Source: an optimization exercise on an open RTL-to-GDS flow (aim: a short achievable clock period and few clock cycles per item). Production flows keep margins and buffers that such runs may drop. Only simulation tests tie the RTL to the original design; equivalence was not proved. Power figures rest on the tool's default switching activity, not on a simulated workload.

### flow/design.v
module core (
	input  logic clk,
	input  logic reset,
	output logic ireq_valid,
	output logic [63:0] ireq_addr,
	input  logic iresp_data_ok,
	input  logic [31:0] iresp_data,
	output logic dreq_valid,
	output logic dreq_write,
	output logic [63:0] dreq_addr,
	output logic [63:0] dreq_wdata,
	input  logic dresp_data_ok,
	input  logic [63:0] dresp_rdata,
	output logic commit_valid,
	output logic [63:0] commit_pc,
	output logic commit_wen,
	output logic [4:0] commit_rd,
	output logic [63:0] commit_data
);
	logic        fv, pr_v;
	logic [63:0] fa, pr_a;
	logic        d_v, d_fhit, d_lhit, d_lexit, d_bflip;
	logic [31:0] d_instr;
	logic [63:0] d_pc, d_ftgt, d_pc4;
	logic [63:0] d_tj, d_tb;      
	logic [31:0] d_rs1oh, d_rs2oh;    
	logic        e_v, e_wr, e_load, e_store, e_br, e_bne, e_jal;
	logic        e_arith, e_and, e_or, e_xor, e_ksel;
	logic        e_cRR, e_cMR, e_cWR, e_cRM, e_cRW;
	logic        e_ci_rr, e_ci_mr, e_ci_wr, e_ci_rm, e_ci_rw;
	logic        e_aM, e_aW, e_bM, e_bW, e_sM, e_sW, e_aR, e_bR, e_sR;
	logic        e_pn_tgt, e_pn_pc4, e_ldsel, e_ressel, e_static, e_tgt_back;
	logic [4:0]  e_rd;
	logic [63:0] e_pc, e_pc4, e_tgt, e_a, e_b, e_s, e_k;
	logic        m_v, m_mem, m_wr, m_load, m_ldsel, m_ressel;
	logic [4:0]  m_rd;
	logic [63:0] m_pc, m_pc4, m_res;
	logic        dv, dw, pend, p_ldsel, p_load;
	logic [4:0]  p_rd;
	logic [63:0] da, dd, p_pc, p_pc4;
	logic        dw2;
	logic [63:0] da2, dd2;
	logic        w_v, w_wen;
	logic [4:0]  w_rd;
	logic [63:0] w_pc, w_data, c_data;
	logic [31:1] w_we;
	logic [63:0] regs [1:31];
	logic [31:1] rvalid;
	logic [63:0] ea, eb, es, res, arith;
	logic [63:0] s_rr, s_mr, s_wr, s_rm, s_rw;
	logic        eq, taken, rE;
	logic [63:0] tE;
	assign ea = ({64{e_aM}} & m_res) | ({64{e_aW}} & w_data) | ({64{e_aR}} & e_a);
	assign eb = ({64{e_bM}} & m_res) | ({64{e_bW}} & w_data) | ({64{e_bR}} & e_b);
	assign es = ({64{e_sM}} & m_res) | ({64{e_sW}} & w_data) | ({64{e_sR}} & e_s);
	logic [63:0] d_rm, d_rw;
	ks_add64 add_rr (.a(e_a), .b(e_b), .cin(e_ci_rr), .s(s_rr));
	ks_add64 add_mr (.a(m_res), .b(e_b), .cin(e_ci_mr), .s(s_mr));
	ks_add64 add_wr (.a(w_data), .b(e_b), .cin(e_ci_wr), .s(s_wr));
	ks_add64 add_rm (.a(e_a), .b(m_res), .cin(1'b0), .s(s_rm));
	ks_add64 add_rw (.a(e_a), .b(w_data), .cin(1'b0), .s(s_rw));
	ks_add64 sub_rm (.a(e_a), .b(~m_res), .cin(1'b1), .s(d_rm));
	ks_add64 sub_rw (.a(e_a), .b(~w_data), .cin(1'b1), .s(d_rw));
	assign arith = ({64{e_cRR}} & s_rr) | ({64{e_cMR}} & s_mr) | ({64{e_cWR}} & s_wr)
		| ({64{e_cRM & ~e_ci_rm}} & s_rm) | ({64{e_cRW & ~e_ci_rw}} & s_rw)
		| ({64{e_ci_rm}} & d_rm) | ({64{e_ci_rw}} & d_rw);
	assign res = ({64{e_arith}} & arith) | ({64{e_and}} & (ea & eb))
		| ({64{e_or}} & (ea | eb)) | ({64{e_xor}} & (ea ^ eb)) | ({64{e_ksel}} & e_k);
	assign eq = (e_cRR & (e_a == e_s)) | (e_cMR & (m_res == e_s)) | (e_cWR & (w_data == e_s))
		| (e_cRM & (e_a == m_res)) | (e_cRW & (e_a == w_data));
	assign taken = e_jal | (e_br & (eq ^ e_bne));
	assign rE = e_v & (taken ? ~e_pn_tgt : ~e_pn_pc4);
	assign tE = taken ? e_tgt : e_pc4;
	logic [6:0] op;
	logic [2:0] f3;
	logic [6:0] f7;
	logic [4:0] rs1, rs2, rd;
	logic is_r, is_addi, is_lui, is_ld, is_sd, is_br, is_jal, known;
	logic r_add, r_sub, r_and, r_or, r_xor;
	logic uses1, uses2, wr;
	logic [63:0] imm_i, imm_s, imm_b, imm_u, imm_j, d_tgt;
	logic [63:0] rv1, rv2;
	logic fM1, fM2, fW1, fW2, ld_use, dbl, d_stall, d_hold, d_ptaken, rD;
	logic aM, aW, aR, bM, bW, bR;
	logic [63:0] tD;
	assign op = d_instr[6:0];
	assign f3 = d_instr[14:12];
	assign f7 = d_instr[31:25];
	assign rs1 = d_instr[19:15];
	assign rs2 = d_instr[24:20];
	assign rd = d_instr[11:7];
	assign r_add = (f7 == 7'b0000000) & (f3 == 3'b000);
	assign r_sub = (f7 == 7'b0100000) & (f3 == 3'b000);
	assign r_and = (f7 == 7'b0000000) & (f3 == 3'b111);
	assign r_or  = (f7 == 7'b0000000) & (f3 == 3'b110);
	assign r_xor = (f7 == 7'b0000000) & (f3 == 3'b100);
	assign is_r = (op == 7'b0110011) & (r_add | r_sub | r_and | r_or | r_xor);
	assign is_addi = (op == 7'b0010011) & (f3 == 3'b000);
	assign is_lui = (op == 7'b0110111);
	assign is_ld = (op == 7'b0000011) & (f3 == 3'b011);
	assign is_sd = (op == 7'b0100011) & (f3 == 3'b011);
	assign is_br = (op == 7'b1100011) & (f3[2:1] == 2'b00);
	assign is_jal = (op == 7'b1101111);
	assign known = is_r | is_addi | is_lui | is_ld | is_sd | is_br | is_jal;
	assign uses1 = is_r | is_addi | is_ld | is_sd | is_br;
	assign uses2 = is_r | is_sd | is_br;
	assign wr = is_r | is_addi | is_lui | is_ld | is_jal;
	assign imm_i = {{52{d_instr[31]}}, d_instr[31:20]};
	assign imm_s = {{52{d_instr[31]}}, d_instr[31:25], d_instr[11:7]};
	assign imm_b = {{51{d_instr[31]}}, d_instr[31], d_instr[7], d_instr[30:25], d_instr[11:8], 1'b0};
	assign imm_u = {{32{d_instr[31]}}, d_instr[31:12], 12'b0};
	assign imm_j = {{43{d_instr[31]}}, d_instr[31], d_instr[19:12], d_instr[20], d_instr[30:21], 1'b0};
	assign d_tgt = is_jal ? d_tj : d_tb;
	logic wb_we;
	assign wb_we = w_v & w_wen & (w_rd != 5'd0);
	logic [63:0] rf1, rf2;
	always_comb begin
		rf1 = 64'd0;
		rf2 = 64'd0;
		for (int i = 1; i < 32; i++) begin
			rf1 = rf1 | ({64{d_rs1oh[i] & rvalid[i]}} & regs[i]);
			rf2 = rf2 | ({64{d_rs2oh[i] & rvalid[i]}} & regs[i]);
		end
	end
	assign rv1 = (wb_we && w_rd == rs1) ? w_data : rf1;
	assign rv2 = (wb_we && w_rd == rs2) ? w_data : rf2;
	assign fM1 = e_v & e_wr & ~e_load & (e_rd != 5'd0) & (e_rd == rs1);
	assign fM2 = e_v & e_wr & ~e_load & (e_rd != 5'd0) & (e_rd == rs2);
	assign fW1 = m_v & m_wr & (m_rd != 5'd0) & (m_rd == rs1);
	assign fW2 = m_v & m_wr & (m_rd != 5'd0) & (m_rd == rs2);
	assign ld_use = e_v & e_load & (e_rd != 5'd0)
		& ((uses1 & (e_rd == rs1)) | (uses2 & (e_rd == rs2)));
	assign aM = uses1 & fM1;
	assign aW = uses1 & fW1 & ~fM1;
	assign aR = ~(aM | aW);
	assign bM = (is_r | is_br) & fM2;
	assign bW = (is_r | is_br) & fW2 & ~fM2;
	assign bR = ~(bM | bW);
	assign dbl = ~aR & ~bR;
	assign d_stall = ld_use | dbl;
	assign d_hold = d_v & d_stall;
	localparam int BHT_N = 64;
	logic [1:0] bht [BHT_N];
	logic d_static, d_flip;
	assign d_static = d_instr[31] | f3[0];
	assign d_flip = d_bflip;
	assign d_ptaken = is_jal | (is_br & (d_lhit ? ~d_lexit : (d_static ^ d_flip)));
	assign rD = d_v & ~d_stall & ~rE & ~pend & (d_ptaken != d_fhit);
	assign tD = d_ptaken ? d_tgt : d_pc4;
	logic f_hit;
	logic [63:0] f_tgt, f_next, redir_tgt;
	logic redir, req_open, accept;
	localparam int BTB_N = 32;
	logic [BTB_N-1:0] btb_v;
	logic [7:0]  btb_tag [BTB_N];
	logic [15:2] btb_tgt [BTB_N];    
	logic [BTB_N-1:0] bhit;
	always_comb begin
		f_tgt = 64'd0;
		for (int i = 0; i < BTB_N; i++) begin
			bhit[i] = btb_v[i] & (fa[6:2] == 5'(i)) & (btb_tag[i] == fa[14:7]);
			f_tgt[15:2] = f_tgt[15:2] | ({14{bhit[i]}} & btb_tgt[i]);
		end
		f_tgt[63:16] = fa[63:16];
	end
	localparam int LP_N = 4;
	logic [LP_N-1:0] lp_v, lp_conf, lp_exit, lp_fhit;
	logic [11:0] lp_tag [LP_N];
	logic [5:0]  lp_cur [LP_N];
	logic [5:0]  lp_trip [LP_N];
	logic [1:0]  lp_rr;
	logic f_lhit, f_lexit;
	always_comb
		for (int i = 0; i < LP_N; i++)
			lp_fhit[i] = lp_v[i] & lp_conf[i] & (lp_tag[i] == fa[13:2]);
	assign f_lhit = |lp_fhit;
	assign f_lexit = |(lp_fhit & lp_exit);
	assign f_hit = |bhit & ~f_lexit;
	assign f_next = f_hit ? f_tgt : fa + 64'd4;
	logic [20:0] f_immj, f_immb;
	logic [21:0] f_loj, f_lob;
	logic [63:21] f_hip, f_him;
	logic [63:0] f_tj, f_tb;
	assign f_immj = {iresp_data[31], iresp_data[19:12], iresp_data[20], iresp_data[30:21], 1'b0};
	assign f_immb = {{8{iresp_data[31]}}, iresp_data[31], iresp_data[7], iresp_data[30:25],
		iresp_data[11:8], 1'b0};
	assign f_loj = {1'b0, fa[20:0]} + {1'b0, f_immj};
	assign f_lob = {1'b0, fa[20:0]} + {1'b0, f_immb};
	assign f_hip = fa[63:21] + 43'd1;
	assign f_him = fa[63:21] - 43'd1;
	always_comb begin
		f_tj[20:0] = f_loj[20:0];
		f_tb[20:0] = f_lob[20:0];
		case ({f_immj[20], f_loj[21]})
			2'b01: f_tj[63:21] = f_hip;
			2'b10: f_tj[63:21] = f_him;
			default: f_tj[63:21] = fa[63:21];
		endcase
		case ({f_immb[20], f_lob[21]})
			2'b01: f_tb[63:21] = f_hip;
			2'b10: f_tb[63:21] = f_him;
			default: f_tb[63:21] = fa[63:21];
		endcase
	end
	assign req_open = fv & ~iresp_data_ok;
	assign redir = pend | rE | rD;
	assign redir_tgt = pend ? p_pc4 : (rE ? tE : tD);
	assign accept = fv & iresp_data_ok & ~pr_v & ~redir & ~d_hold;
	assign ireq_valid = fv;
	assign ireq_addr = fa;
	always_ff @(posedge clk) begin
		if (reset) begin
			fv <= 1'b0;
			fa <= 64'd0;
			pr_v <= 1'b0;
		end else begin
			fv <= 1'b1;
			if (req_open) begin
				if (redir) begin
					pr_v <= 1'b1;
					pr_a <= redir_tgt;
				end
			end else begin
				pr_v <= 1'b0;
				if (redir)
					fa <= redir_tgt;
				else if (pr_v)
					fa <= pr_a;
				else if (fv && !d_hold)
					fa <= f_next;
			end
		end
	end
	always_ff @(posedge clk) begin
		if (reset)
			d_v <= 1'b0;
		else if (!d_hold || rE || pend)
			d_v <= accept;
		if (!d_hold) begin
			d_instr <= iresp_data;
			d_pc <= fa;
			d_pc4 <= fa + 64'd4;
			d_tj <= f_tj;
			d_tb <= f_tb;
			d_bflip <= bht[fa[7:2]][1];
			d_fhit <= f_hit;
			d_lhit <= f_lhit;
			d_lexit <= f_lexit;
			d_ftgt <= f_tgt;
			for (int i = 0; i < 32; i++) begin
				d_rs1oh[i] <= (iresp_data[19:15] == 5'(i)) && i != 0;
				d_rs2oh[i] <= (iresp_data[24:20] == 5'(i)) && i != 0;
			end
		end
	end
	always_ff @(posedge clk) begin
		if (reset)
			e_v <= 1'b0;
		else
			e_v <= d_v & known & ~d_stall & ~rE & ~pend;
		e_pc <= d_pc;
		e_pc4 <= d_pc4;
		e_tgt <= d_tgt;
		e_a <= rv1;
		e_b <= (is_r & r_sub) ? ~rv2 : ((is_r | is_br) ? rv2 : (is_sd ? imm_s : imm_i));
		e_s <= rv2;
		e_k <= is_lui ? imm_u : d_pc4;
		e_wr <= wr;
		e_rd <= wr ? rd : 5'd0;
		e_load <= is_ld;
		e_store <= is_sd;
		e_br <= is_br;
		e_bne <= f3[0];
		e_static <= d_static;
		e_tgt_back <= d_instr[31];
		e_jal <= is_jal;
		e_arith <= is_addi | is_ld | is_sd | (is_r & (r_add | r_sub));
		e_ci_rr <= is_r & r_sub & aR & bR;
		e_ci_mr <= is_r & r_sub & aM & bR;
		e_ci_wr <= is_r & r_sub & aW & bR;
		e_ci_rm <= is_r & r_sub & aR & bM;
		e_ci_rw <= is_r & r_sub & aR & bW;
		e_cRR <= aR & bR;
		e_cMR <= aM & bR;
		e_cWR <= aW & bR;
		e_cRM <= aR & bM;
		e_cRW <= aR & bW;
		e_and <= is_r & r_and;
		e_or <= is_r & r_or;
		e_xor <= is_r & r_xor;
		e_ksel <= is_lui | is_jal;
		e_aM <= aM;
		e_aW <= aW;
		e_bM <= bM;
		e_bW <= bW;
		e_sM <= uses2 & fM2;
		e_sW <= uses2 & fW2 & ~fM2;
		e_aR <= aR;
		e_bR <= bR;
		e_sR <= ~(uses2 & (fM2 | fW2));
		e_ldsel <= is_ld & (rd != 5'd0);
		e_ressel <= wr & ~is_ld & (rd != 5'd0);
		if (rD) begin
			e_pn_tgt <= d_ptaken;
			e_pn_pc4 <= ~d_ptaken;
		end else begin
			e_pn_tgt <= d_fhit & (is_jal ? (d_tj == d_ftgt) : (d_tb == d_ftgt));
			e_pn_pc4 <= ~d_fhit;
		end
	end
	always_ff @(posedge clk) begin
		if (reset) begin
			btb_v <= '0;
			for (int i = 0; i < BHT_N; i++)
				bht[i] <= 2'b00;
		end else begin
			if (d_v && d_ptaken && !d_fhit) begin
				btb_v[d_pc[6:2]] <= 1'b1;
				btb_tag[d_pc[6:2]] <= d_pc[14:7];
				btb_tgt[d_pc[6:2]] <= d_tgt[15:2];
			end else if (d_v && !d_ptaken && d_fhit) begin
				btb_v[d_pc[6:2]] <= 1'b0;
			end
			if (u_v) begin
				if ((u_taken == u_static) && bht[u_pc[7:2]] != 2'b00)
					bht[u_pc[7:2]] <= bht[u_pc[7:2]] - 2'd1;
				else if ((u_taken != u_static) && bht[u_pc[7:2]] != 2'b11)
					bht[u_pc[7:2]] <= bht[u_pc[7:2]] + 2'd1;
			end
		end
	end
	logic u_v, u_taken, u_static, u_back;
	logic [13:2] u_pc;
	always_ff @(posedge clk) begin
		if (reset)
			u_v <= 1'b0;
		else
			u_v <= e_v & e_br;
		u_taken <= taken;
		u_static <= e_static;
		u_back <= e_tgt_back;
		u_pc <= e_pc[13:2];
	end
	logic [LP_N-1:0] lp_ehit;
	always_comb
		for (int i = 0; i < LP_N; i++)
			lp_ehit[i] = lp_v[i] & (lp_tag[i] == u_pc);
	always_ff @(posedge clk) begin
		if (reset) begin
			lp_v <= '0;
			lp_rr <= 2'd0;
		end else if (u_v && u_back) begin
			if (|lp_ehit) begin
				for (int i = 0; i < LP_N; i++)
					if (lp_ehit[i]) begin
						if (u_taken) begin
							lp_cur[i] <= lp_cur[i] + 6'd1;
							lp_exit[i] <= (lp_cur[i] + 6'd1 == lp_trip[i]);
							if (lp_cur[i] == 6'd63)
								lp_conf[i] <= 1'b0;
						end else begin
							lp_conf[i] <= 1'b1;    
							lp_trip[i] <= lp_cur[i];
							lp_cur[i] <= 6'd0;
							lp_exit[i] <= (lp_cur[i] == 6'd0);
						end
					end
			end else if (u_taken) begin
				lp_v[lp_rr] <= 1'b1;
				lp_conf[lp_rr] <= 1'b0;
				lp_tag[lp_rr] <= u_pc;
				lp_cur[lp_rr] <= 6'd1;
				lp_trip[lp_rr] <= 6'd0;
				lp_exit[lp_rr] <= 1'b0;
				lp_rr <= lp_rr + 2'd1;
			end
		end
	end
	always_ff @(posedge clk) begin
		if (reset)
			m_v <= 1'b0;
		else
			m_v <= e_v & ~pend;
		m_pc <= e_pc;
		m_pc4 <= e_pc4;
		m_res <= res;
		m_mem <= e_load | e_store;
		m_wr <= e_wr;
		m_rd <= e_rd;
		m_ldsel <= e_ldsel;
		m_load <= e_load;
		m_ressel <= e_ressel;
	end
	always_ff @(posedge clk) begin
		if (reset) begin
			dv <= 1'b0;
			pend <= 1'b0;
		end else begin
			pend <= dv & ~dresp_data_ok;
			if (!(dv && !dresp_data_ok))
				dv <= e_v & ~pend & (e_load | e_store);
		end
		if (dv && !dresp_data_ok) begin
			dw <= dw2;
			da <= da2;
			dd <= dd2;
			dw2 <= dw;
			da2 <= da;
			dd2 <= dd;
		end else begin
			dw <= e_store;
			da <= arith;    
			dd <= es;
			dw2 <= e_store;
			da2 <= arith;
			dd2 <= es;
		end
		if (!pend && m_mem) begin
			p_pc <= m_pc;
			p_pc4 <= m_pc4;
			p_rd <= m_rd;
			p_load <= m_wr;
			p_ldsel <= m_ldsel;
		end
	end
	assign dreq_valid = dv;
	assign dreq_write = dw;
	assign dreq_addr = da;
	assign dreq_wdata = dd;
	always_ff @(posedge clk) begin
		if (reset)
			w_v <= 1'b0;
		else if (pend)
			w_v <= dresp_data_ok;
		else
			w_v <= m_v & (~m_mem | dresp_data_ok);
		w_pc <= pend ? p_pc : m_pc;
		w_wen <= pend ? p_load : m_wr;
		w_rd <= pend ? p_rd : m_rd;
		w_data <= (pend ? p_load : m_load) ? dresp_rdata : m_res;
		if (pend ? p_ldsel : m_ldsel)
			c_data <= dresp_rdata;
		else if (!pend && m_ressel)
			c_data <= m_res;
		else
			c_data <= 64'd0;
		for (int i = 1; i < 32; i++)
			w_we[i] <= ~reset & (pend ? (dresp_data_ok & p_load & (p_rd == 5'(i)))
				: (m_v & m_wr & (~m_mem | dresp_data_ok) & (m_rd == 5'(i))));
	end
	assign commit_valid = w_v;
	assign commit_pc = w_pc;
	assign commit_wen = w_wen;
	assign commit_rd = w_rd;
	assign commit_data = c_data;
	always_ff @(posedge clk) begin
		if (reset)
			rvalid <= '0;
		else
			rvalid <= rvalid | w_we;
		for (int i = 1; i < 32; i++)
			if (w_we[i])
				regs[i] <= w_data;
	end
endmodule
module ks_add64 (
	input  logic [63:0] a,
	input  logic [63:0] b,
	input  logic cin,
	output logic [63:0] s
);
	logic [63:0] g [7];
	logic [63:0] p [7];
	logic [63:0] x;
	always_comb begin
		x = a ^ b;
		g[0] = a & b;
		p[0] = x;
		g[0][0] = g[0][0] | (x[0] & cin);
		for (int k = 0; k < 6; k++) begin
			for (int i = 0; i < 64; i++) begin
				if (i >= (1 << k)) begin
					g[k+1][i] = g[k][i] | (p[k][i] & g[k][i - (1 << k)]);
					p[k+1][i] = p[k][i] & p[k][i - (1 << k)];
				end else begin
					g[k+1][i] = g[k][i];
					p[k+1][i] = p[k][i];
				end
			end
		end
		s = x ^ {g[6][62:0], cin};
	end
endmodule
### flow/flow/run.sh
#!/bin/bash
# The standard layout (the standard.sh, standard synthesis included),
# with timing repair aimed 7 ns below the 11 ns clock instead of 5 ns, and
# free to resize cells (the platform limits resizing to same-footprint swaps).
set -o pipefail
bash standard.sh SETUP_SLACK_MARGIN=7 MATCH_CELL_FOOTPRINT=0 finish > standard_make.log 2>&1
### flow/standard.sh
#!/bin/bash
# synth_recipe.tcl (not shown) runs the flow's synth.tcl, then flattens the netlist and writes it again
# the make line also repeats each setting of config.mk as NAME=value (left out here)
make -C /OpenROAD-flow-scripts/flow DESIGN_CONFIG=/design/flow/config.mk WORK_HOME=/design/flow/orfs CLKGATE_MAP_FILE= SYNTH_SCRIPT=/design/flow/synth_recipe.tcl "${@:-finish}"
### flow/config.mk
export PLATFORM = sky130hd
export DESIGN_NAME = core
export DESIGN_NICKNAME = core
export VERILOG_FILES = /design/flow/design.v
export SDC_FILE = /design/flow/constraint.sdc
export NUM_CORES = 4
export LEC_CHECK = 0
export CAP_MARGIN = 20
export CORE_MARGIN = 2
export CORE_UTILIZATION = 35
export PLACE_DENSITY = 0.5
export SLEW_MARGIN = 20
### flow/constraint.sdc
create_clock -name core_clock -period 11.0 [get_ports {clk}]
set_input_delay 2.2000 -clock core_clock [delete_from_list [all_inputs] [get_ports {clk}]]
set_output_delay 2.2000 -clock core_clock [all_outputs]
set_load 0.01 [all_outputs]
==> flow_summary.ini <==
[floorplanning]
ioPinCount = 430
die_area_sq_um = 657000
die_x_um = 810
start_util_pct = 35.1
core_area_sq_um = 649000
die_h_um = 810
rows = 296

[yosys]
synth.avg_cell_area_sq_um = 11.6
ys_seq_area_share_pct = 57.4
synth_cell_type_count = 127
netlist_area_sq_um = 228000
synth_flop_cell = edfxtp_1
ys_warn_count = 5
async_reset_ff_share_pct = 0
syn_inst = 19594
synth_edf_count = 3457
ys_ff_latch = 4800
syn-num-nets = 20336

[clocking]
clock_path_buffers = 4
clkLatencyLatePin_ns = 1.17
cts_made_buffers = 543
root_buffer = clkbuf_16
cts.clk_slew.worst_paths_ns = 0.06
cts_tree = yes
h-tree-depth = 6
cts_sinks = 4800

[timing]
finalHoldViolCount = 0
tightestPinTransition_ns = 1.41
fin_setup_tns_ns = 0
drv_slew = 0
holdWs_ns = 0.311
max_freq_mhz = 209
rsz0062_at_grt = yes
skew_ns = 0.0948
fin_crit_sh_pct = 43.6
setup_viol = 0
slew-limit-headroom_pct = 5.50
period_minus_slack_ns = 4.79

[detailed_routing]
vias_per_cell = 6.74
drtAntennaViolNets = 0
vias = 201239
post-route-drc-count = 0
drtIter0Drc = 39388
drtPass1Iterations = 13
wirelength_um = 1280000
routedWlPerCell_um = 42.8

[layout]
layout_common_cells = edfxtp_1, dfxtp_1, nor2_1
final_cells = 29878
fin_nets = 21363
syn_to_final_growth_pct = 24.2
drive_gt1_share_pct = 20.9
stdcell_area_sq_um = 283000
final_common_cell = edfxtp_1

[critical_path]
crit_chain = buf_12, ha_4, nand4_1, nor4b_2, nand2_1, nor4_4, a22o_4, nor4_4, buf_6, xnor2_4, a21o_4, buf_12, mux2i_4, buf_6, nor3_4, buf_12, clkbuf_16, a222oi_1, a211oi_1
end_kind = flop
r2r_end = fa[45]
crit_path_frequent_cell = buf_12
ff2ff_setup_slack_ns = 6.21
crit_path_start_kind = flop
cp.required_ns = 11.93
timing.rr.start = e_a[62]
reg2reg_depth = 19
crit_type = flop to flop
slowest_delay_ns = 0.46
critPathMaxFanout = 9
slowest_stage = nand4_1
cp_data_arrival_time_ns = 5.72

[worst_hold_path]
hold_path.class = flop to flop
hold_path_depth = 0
min-delay-start = e_pc[23]
hold_path_end = m_pc[23]

[pwr]
internal-power_mw = 30.6
pwr-share-clk_pct = 45.8
powerDensity_nw_per_um2 = 142
sw_frac_of_total_pct = 23.7
seq_power_share_pct = 49.1
power_frac_comb_pct = 5.2
p_leak_nw = 106
switchingPower_mw = 9.49
peakVddDrop_mv = 0.188

[status]
status = no timing/DRC/antenna violations

[placed_design]
placedCellCount = 27721
io_buffers = 429
gp_congestion = 1.00
placed_area_sq_um = 243000
dp_hpwl_um = 789000

[global_route]
grt_pass1_vias = 185245
grt_max_degree = 189
grt_pass1_wl_um = 1670000
grt_usage_pct = 36.9
gr-total-overflow = 0
antenna_found_initial = 129

[run]
cap_violations = 0
cell families (layout without fill, tap and decap cells):
family / Yosys count / after routing / share of synthesized area [%]
muxes: 436 / 437 / 2.15
DFF: 4800 / 4800 / 57.4
adders and majority gates: 642 / 642 / 3.57
AOI/OAI and AO/OA: 6098 / 6104 / 19.8
xor gates and xnor gates: 940 / 940 / 3.62
and+or+nand+nor: 4530 / 4534 / 9.71
buffers and inverters: 2148 / 3596 / 3.73
other: 0 / 183 / 0
cells in the mapped netlist, drive strengths merged, types with 39 or more instances:
library cell  number  area (sq um)
edfxtp          3457        104000
a21oi            891          4460
ha               630          7880
xor2             226          1980
o21a             239          1790
nand3            454          2300
clkbuf          1075          4040
a22oi            960          7210
o31ai            100           769
a21o             266          2000
or3               84           531
nand4            503          3150
a221oi           767          6720
buf              441          2080
xnor2            714          6260
and3             168          1060
nor2            1171          4410
nand2           1099          4140
a311oi            39           348
o221ai            55           482
nor2b            100           626
nand2b           109           684
dfxtp           1343         26900
o21ai            728          3670
o211ai           143          1090
mux2i            219          2200
a211oi            94           718
a221o             48           480
a31oi            123           806
o22a              75           657
or2               40           250
mux2             196          2210
a22o             697          6100
inv              624          2340
nor4             140           882
o21bai            97           728
and2             157           982
o2111ai           45           400
nor3             359          1860
o22ai            120           751
a222oi           286          2860
stage by stage:
step                worst slack, ns  utilization, %  total power, mW
floorplan                      5.02               -             20.8
global placement               2.51            37.4             21.6
finish                         6.21            43.6             40.1
CTS                            6.33            42.7             39.9
detailed placement             2.62            37.4             21.6
global route                   6.20            43.6             40.9
repair_timing:
action,in CTS,in global routing
pin swaps,441,363
setup endpoints to repair,2194,1378
gates resized for setup,2427,672
hold buffers,0,0
setup buffers,723,173
gates cloned,82,14
power groups by stage:
stage | Clock, mW | Sequential (mW) | Combinational [mW]
floorplan | 0 | 19.9 | 0.841
global placement | 0 | 20.1 | 1.48
detailed placement | 0 | 20.1 | 1.48
CTS | 18.4 | 19.7 | 1.86
global route | 19.1 | 19.7 | 2.13
finish | 18.4 | 19.7 | 2.07
final cells by class:
type                    instances  area [sq um]
well taps                    8642         10800
diodes                        183           458
clock buffers                 735         15000
repair buffers               1980         21700
clock inverters               242          2420
repair inverters                7           105
flip-flops and latches       4800        131000
multi-input cells           12657         98300
fillers                     60049        366000
inverters                     632          2580
flip-flops by register name, indices dropped and copies added (netlist names), 64 cells and up, named ones only:
| register | cells |
|---|---|
| btb_tgt | 448 |
| bht | 128 |
| da2 | 64 |
| e_b | 64 |
| e_pc4 | 64 |
| btb_tag | 256 |
| da | 64 |
| dd2 | 64 |
| e_k | 64 |
| dd | 64 |
| m_res | 64 |
| pr_a | 64 |
| d_pc | 64 |
| e_s | 64 |
| regs | 1984 |
| p_pc | 64 |
| e_a | 64 |
| e_tgt | 64 |
| c_data | 64 |
| fa | 64 |
| m_pc4 | 64 |
| w_data | 64 |
| w_pc | 64 |
how the worst max path moves through the flow:
stage,startpoint,end,slack [ns],depth (start not counted)
floorplan,e_rd[0],fa[60],5.02,13
detailed placement,iresp_data[24],d_tj[21],2.62,17
global placement,iresp_data[21],d_tj[24],2.51,20
global route,iresp_data[8],d_tb[41],6.20,21
CTS,iresp_data[8],d_tb[24],6.33,21
finish,e_a[62],fa[45],6.21,19
routing by layer:
metal | track usage (%) | routed length, um
met1 | 46.8 | 466000
met4 | 26.8 | 119000
met3 | 12.5 | 175000
met5 | 0.555 | 810
met2 | 52.4 | 518000
critical path: cells and delay by family, from the launching register on:
kind / cells / cell delay, ns
AO/OA/AOI/OAI: 4 / 0.83
adder cells (fa/ha/maj): 1 / 0.41
multiplexers: 1 / 0.25
flip-flops: 1 / 0.33
buffers and inverters: 6 / 1.04
AND/OR/NAND/NOR: 6 / 1.42
XOR/XNOR: 1 / 0.18
Testbench counts, summed over its fixed seeds: cycles 65,505, instrs 60,423.

## separate check: timing with driven ports
How much do the figures lean on ideal ports? The routed layout below was timed once more, with nothing changed but the port constraints.
Step 1: set_driving_cell puts a clkbuf_16 on clk and a buf_2 on each other input, an assumption about the parent block.
Step 2, shift: input delay + t, output delay - t, t = (earliest + latest rising clock arrival at the registers) / 2. This alone moves slack from input paths to output paths.
Three values: no drivers, after step 1, after step 2; two values: the first two.
t (ns): 1.264
setup slack, ns: 6.208 / 6.208 / 5.115
hold slack, ns: 0.311 / 0.311 / 0.311
worst register clock-pin slew, ns: 0.07 / 0.07
worst data-port slew with drivers (ns): 0.34
After both steps this run still meets setup and hold. The setup slack of this run moves by 0.000 ns with the drivers and by -1.093 ns with both steps.
